This is an optimization exercise on Yosys and OpenROAD, whose aim is small area, a short achievable clock period and few clock cycles per item, not a production implementation.
Function was checked by simulation only, so behaviour that the tests miss may differ from the original.

==> run D <==
// encrypt_out
module encrypt_out (
  input  logic         clk,
  input  logic         rst,
  input  logic         start,
  input  logic [127:0] plain_text,
  input  logic [127:0] key,
  output logic [127:0] encrypt,
  output logic         done,
  output logic         busy
);
  localparam logic [63:0] Q0_T0 = 64'h817D6F320B59ECA4;
  localparam logic [63:0] Q0_T1 = 64'hECB81235F4A6709D;
  localparam logic [63:0] Q0_T2 = 64'hBA5E6D90C8F32471;
  localparam logic [63:0] Q0_T3 = 64'hD7F4126E9B3085CA;
  localparam logic [63:0] Q1_T0 = 64'h28BDF76E31940AC5;
  localparam logic [63:0] Q1_T1 = 64'h1E2B4C376DA5F908;
  localparam logic [63:0] Q1_T2 = 64'h4C75169A0ED82B3F;
  localparam logic [63:0] Q1_T3 = 64'hB951C3DE647F208A;
  function automatic logic [3:0] nib(
    input logic [63:0] t,
    input logic [3:0]  i
  );
    nib = t[{~i, 2'b00} +: 4];
  endfunction
  function automatic logic [7:0] qperm(
    input logic       sel,
    input logic [7:0] x
  );
    logic [63:0] t0, t1, t2, t3;
    logic [3:0]  a0, b0, a1, b1, a2, b2;
    logic [3:0]  a3, b3, a4, b4;
    t0 = sel ? Q1_T0 : Q0_T0;
    t1 = sel ? Q1_T1 : Q0_T1;
    t2 = sel ? Q1_T2 : Q0_T2;
    t3 = sel ? Q1_T3 : Q0_T3;
    a0 = x[7:4];
    b0 = x[3:0];
    a1 = a0 ^ b0;
    b1 = a0 ^ {b0[0], b0[3:1]} ^ {a0[0], 3'b000};
    a2 = nib(t0, a1);
    b2 = nib(t1, b1);
    a3 = a2 ^ b2;
    b3 = a2 ^ {b2[0], b2[3:1]} ^ {a2[0], 3'b000};
    a4 = nib(t2, a3);
    b4 = nib(t3, b3);
    qperm = {b4, a4};
  endfunction
  function automatic logic [31:0] rsrem(input logic [31:0] r);
    logic [7:0] b, g2, g3;
    b  = r[31:24];
    g2 = {b[6:0], 1'b0} ^ (b[7] ? 8'h4D : 8'h00);
    g3 = {1'b0, b[7:1]} ^ (b[0] ? 8'hA6 : 8'h00) ^ g2;
    rsrem = {r[23:0], 8'h00} ^ {g3, g2, g3, b};
  endfunction
  ...
Settings: LEC_CHECK=0, CAP_MARGIN=10, CORE_MARGIN=2, CORE_UTILIZATION=55, SLEW_MARGIN=10, SYNTH_HIERARCHICAL=1, SYNTH_MINIMUM_KEEP_SIZE=0; clock period 24.0 ns.
standard.sh (not shown) runs the stock make flow with config.mk's settings and CLKGATE_MAP_FILE= SYNTH_SCRIPT=/design/flow/synth_recipe.tcl, a recipe that flattens the netlist after the stock synthesis.
==> flow/flow/run.sh <==
#!/bin/bash
# The standard ORFS layout (standard.sh), at the design's clock period
# and constraints, with three changes to how it is made:
#  - synthesis does not extract half/full adders into the platform's ha/fa
#    cells (ADDER_MAP_FILE empty), so ABC maps the adders with the rest;
#  - the floorplan step removes the buffers ABC inserted (REMOVE_ABC_BUFFERS)
#    and leaves buffering to the placer's repair steps;
#  - repair_timing aims for 12.5 ns of setup slack (SETUP_SLACK_MARGIN), so it
#    sizes and buffers the round's paths although they already meet 24 ns.
# make's output goes to flow.log here; each ORFS step also keeps its own log
# under orfs/logs/.
set -euo pipefail
cd "$(dirname "$0")/.."
bash standard.sh ADDER_MAP_FILE= REMOVE_ABC_BUFFERS=1 SETUP_SLACK_MARGIN=12.5 finish > flow.log 2>&1
==> run Z: changes against run D <==
--- a/flow/design.v
+++ b/flow/design.v
@@ -211,40 +211,36 @@
   input  logic [31:0] b,
   input  logic [31:0] c,
   input  logic [31:0] xa,
   input  logic [31:0] xb,
   output logic [31:0] sa,
-  output logic [31:0] sb,
-  output logic [31:0] sbe
+  output logic [31:0] sb
 );
   logic [31:0] x, k, p, g, cy, pa, pb;
   assign x = a ^ b ^ c;
   assign k = (a & b) | (a & c) | (b & c);
   tf_pg  u0 (.a(x), .b({k[30:0], 1'b0}), .p(p), .g(g));
   tf_skl u1 (.p(p), .g0(g), .cy(cy));
   assign pa = p ^ xa;
   assign pb = p ^ xb;
   tf_xor ua (.a(pa), .b(cy), .y(sa));
   tf_xor ub (.a(pb), .b(cy), .y(sb));
-  tf_xor ue (.a(pb), .b(cy), .y(sbe));
 endmodule
 module tf_add3a (
   input  logic [31:0] a,
   input  logic [31:0] b,
   input  logic [31:0] c,
   input  logic [31:0] xa,
-  output logic [31:0] sa,
-  output logic [31:0] sae
+  output logic [31:0] sa
 );
   logic [31:0] x, k, p, g, cy, pa;
   assign x = a ^ b ^ c;
   assign k = (a & b) | (a & c) | (b & c);
   tf_pg  u0 (.a(x), .b({k[30:0], 1'b0}), .p(p), .g(g));
   tf_skl u1 (.p(p), .g0(g), .cy(cy));
   assign pa = p ^ xa;
   tf_xor ua (.a(pa), .b(cy), .y(sa));
-  tf_xor ue (.a(pa), .b(cy), .y(sae));
 endmodule
 module encrypt_out (
   input  logic         clk,
   input  logic         rst,
   input  logic         start,
@@ -357,18 +353,17 @@
   tf_hfun utb (.x(rol8(w1)), .l0(lb0), .l1(lb1), .z(tb));
   logic [31:0] tbm, kem, kom;
   assign tbm = kmq ? rol8(tb) : tb;
   assign kem = kmq ? 32'd0 : ke;
   assign kom = kmq ? 32'd0 : ko;
-  logic [31:0] x2, x3, x3r, x2e, x3e, x3re;
-  tf_add3a uf0 (.a(ta), .b(tbm), .c(kem), .xa(w2), .sa(x2), .sae(x2e));
+  logic [31:0] x2, x3, x3r;
+  tf_add3a uf0 (.a(ta), .b(tbm), .c(kem), .xa(w2), .sa(x2));
   tf_add3  uf1 (.a(ta), .b({tbm[30:0], 1'b0}), .c(kom),
                 .xa({w3[30:0], w3[31]}), .xb({w3[8:0], w3[31:9]}),
-                .sa(n1), .sb(x3r), .sbe(x3re));
-  assign n0  = {x2[0], x2[31:1]};
-  assign x3  = {x3r[22:0], x3r[31:23]};
-  assign x3e = {x3re[22:0], x3re[31:23]};
+                .sa(n1), .sb(x3r));
+  assign n0 = {x2[0], x2[31:1]};
+  assign x3 = {x3r[22:0], x3r[31:23]};
   logic [31:0] x0, x1;
   assign x0 = s0 ^ ke;
   assign x1 = s1 ^ ko;
   always_ff @(posedge clk or posedge rst) begin
     if (rst) begin
@@ -435,8 +430,8 @@
     w2 <= w2d;
     w3 <= w3d;
     s0 <= s0d;
     s1 <= s1d;
     if (last)
-      encrypt <= {bsw(x2e), bsw(x3e), bsw(x0), bsw(x1)};
+      encrypt <= {bsw(x2), bsw(x3), bsw(x0), bsw(x1)};
   end
 endmodule
==> flow/flow/run.sh (replaced) <==
#!/bin/bash
# The standard ORFS layout (standard.sh), at the design's clock period
# and constraints, with three changes to how it is made:
#  - synthesis does not extract half/full adders into the platform's ha/fa
#    cells (ADDER_MAP_FILE empty), so ABC maps the adders with the rest;
#  - the floorplan step removes the buffers ABC inserted (REMOVE_ABC_BUFFERS)
#    and leaves buffering to the placer's repair steps;
#  - repair_timing aims for 12.75 ns of setup slack (SETUP_SLACK_MARGIN), so it
#    sizes and buffers the round's paths although they already meet 24 ns.
# make's output goes to flow.log here; each ORFS step also keeps its own log
# under orfs/logs/.
set -euo pipefail
cd "$(dirname "$0")/.."
bash standard.sh ADDER_MAP_FILE= REMOVE_ABC_BUFFERS=1 SETUP_SLACK_MARGIN=12.75 finish > flow.log 2>&1
==> flow/config.mk (replaced) <==
export PLATFORM = sky130hd
export DESIGN_NAME = encrypt_out
export DESIGN_NICKNAME = encrypt_out
export VERILOG_FILES = /design/flow/design.v
export SDC_FILE = /design/flow/constraint.sdc
export NUM_CORES = 4
export LEC_CHECK = 0
export CAP_MARGIN = 5
export CORE_MARGIN = 2
export CORE_UTILIZATION = 40
export CTS_BUF_LIST = sky130_fd_sc_hd__clkbuf_4 sky130_fd_sc_hd__clkbuf_8
export PLACE_DENSITY = 0.8
export SLEW_MARGIN = 5
export SYNTH_HIERARCHICAL = 1
export SYNTH_MINIMUM_KEEP_SIZE = 0
==> results.toml <==
[final_layout]
multi_input_comb_cells = 6979
syn2layout_area_growth_pct = 15.6
bufAreaShareNonClock = 0.0583
area_share_clock_buf_inv = 0.0262
layout.area.seq_um2 = 12500

[global_route]
grt_util_met3 = 0.0989
grt_antenna_before_repair = 21
first_global_vias = 56500

[floorplanning]
die-height_um = 371

[timing]
timing.max_slew.rel_slack = 0.0892
period_needed_ns = 11.31

[placement]
routabilityCongestion = 1.08

[status]
status = "no timing/DRC/antenna violations"

[routing]
post_drt_wl_per_cell_um = 29.5
-- figures above: run D

==> results.toml <==
[status]
status = "no timing/DRC/antenna violations"

[floorplanning]
die-height_um = 433

[routing]
first_iter_violations = 6357
post_drt_wl_per_cell_um = 29.5

[final_layout]
multi_input_comb_cells = 6916
layout.area.seq_um2 = 12500
area_share_clock_buf_inv = 0.0257
final_cells = 10800
area.share.sequential = 0.142
syn2layout_area_growth_pct = 20.1

[placement]
routabilityCongestion = 1.04

[run]
number_of_max_cap_violations = 0

[global_route]
first_global_vias = 58200
grt.met2_usage = 0.505
grt_util_met3 = 0.0586

[timing]
timing.max_slew.rel_slack = 0.0645
-- figures above: run Z

Testbench counts of run D, summed over its fixed seeds: cycles 6,080, blocks 320.
Testbench counts of run Z, summed over its fixed seeds: cycles 6,080, blocks 320.

## afterwards: timing with drivers on the ports
The flow's constraints put no driver on any port. The routed layouts listed below were extracted and timed again, unchanged, in two steps.
Step 1, drivers: a clkbuf_16 drives clk and a buf_2 each remaining input, both assumed.
Step 2 times the ports against the registers' clock, not the clock port: input delays grow and output delays shrink by t, the midpoint of the rising clock arrivals with the driver on.
Slacks: ideal / step 1 / step 2; pairs: ideal / step 1.
run	shift t [ns]	setup slack, ns	hold slack, ns	worst setup path after step 2	slew at the worst register clock pin (ns)
run D	0.754	12.687 / 12.687 / 12.687	0.569 / 0.569 / 0.569	register to register	0.07 / 0.07
run Z	0.930	12.879 / 12.879 / 12.879	0.521 / 0.521 / 0.521	register to register	0.09 / 0.09
After both steps setup and hold are still met in every run listed.
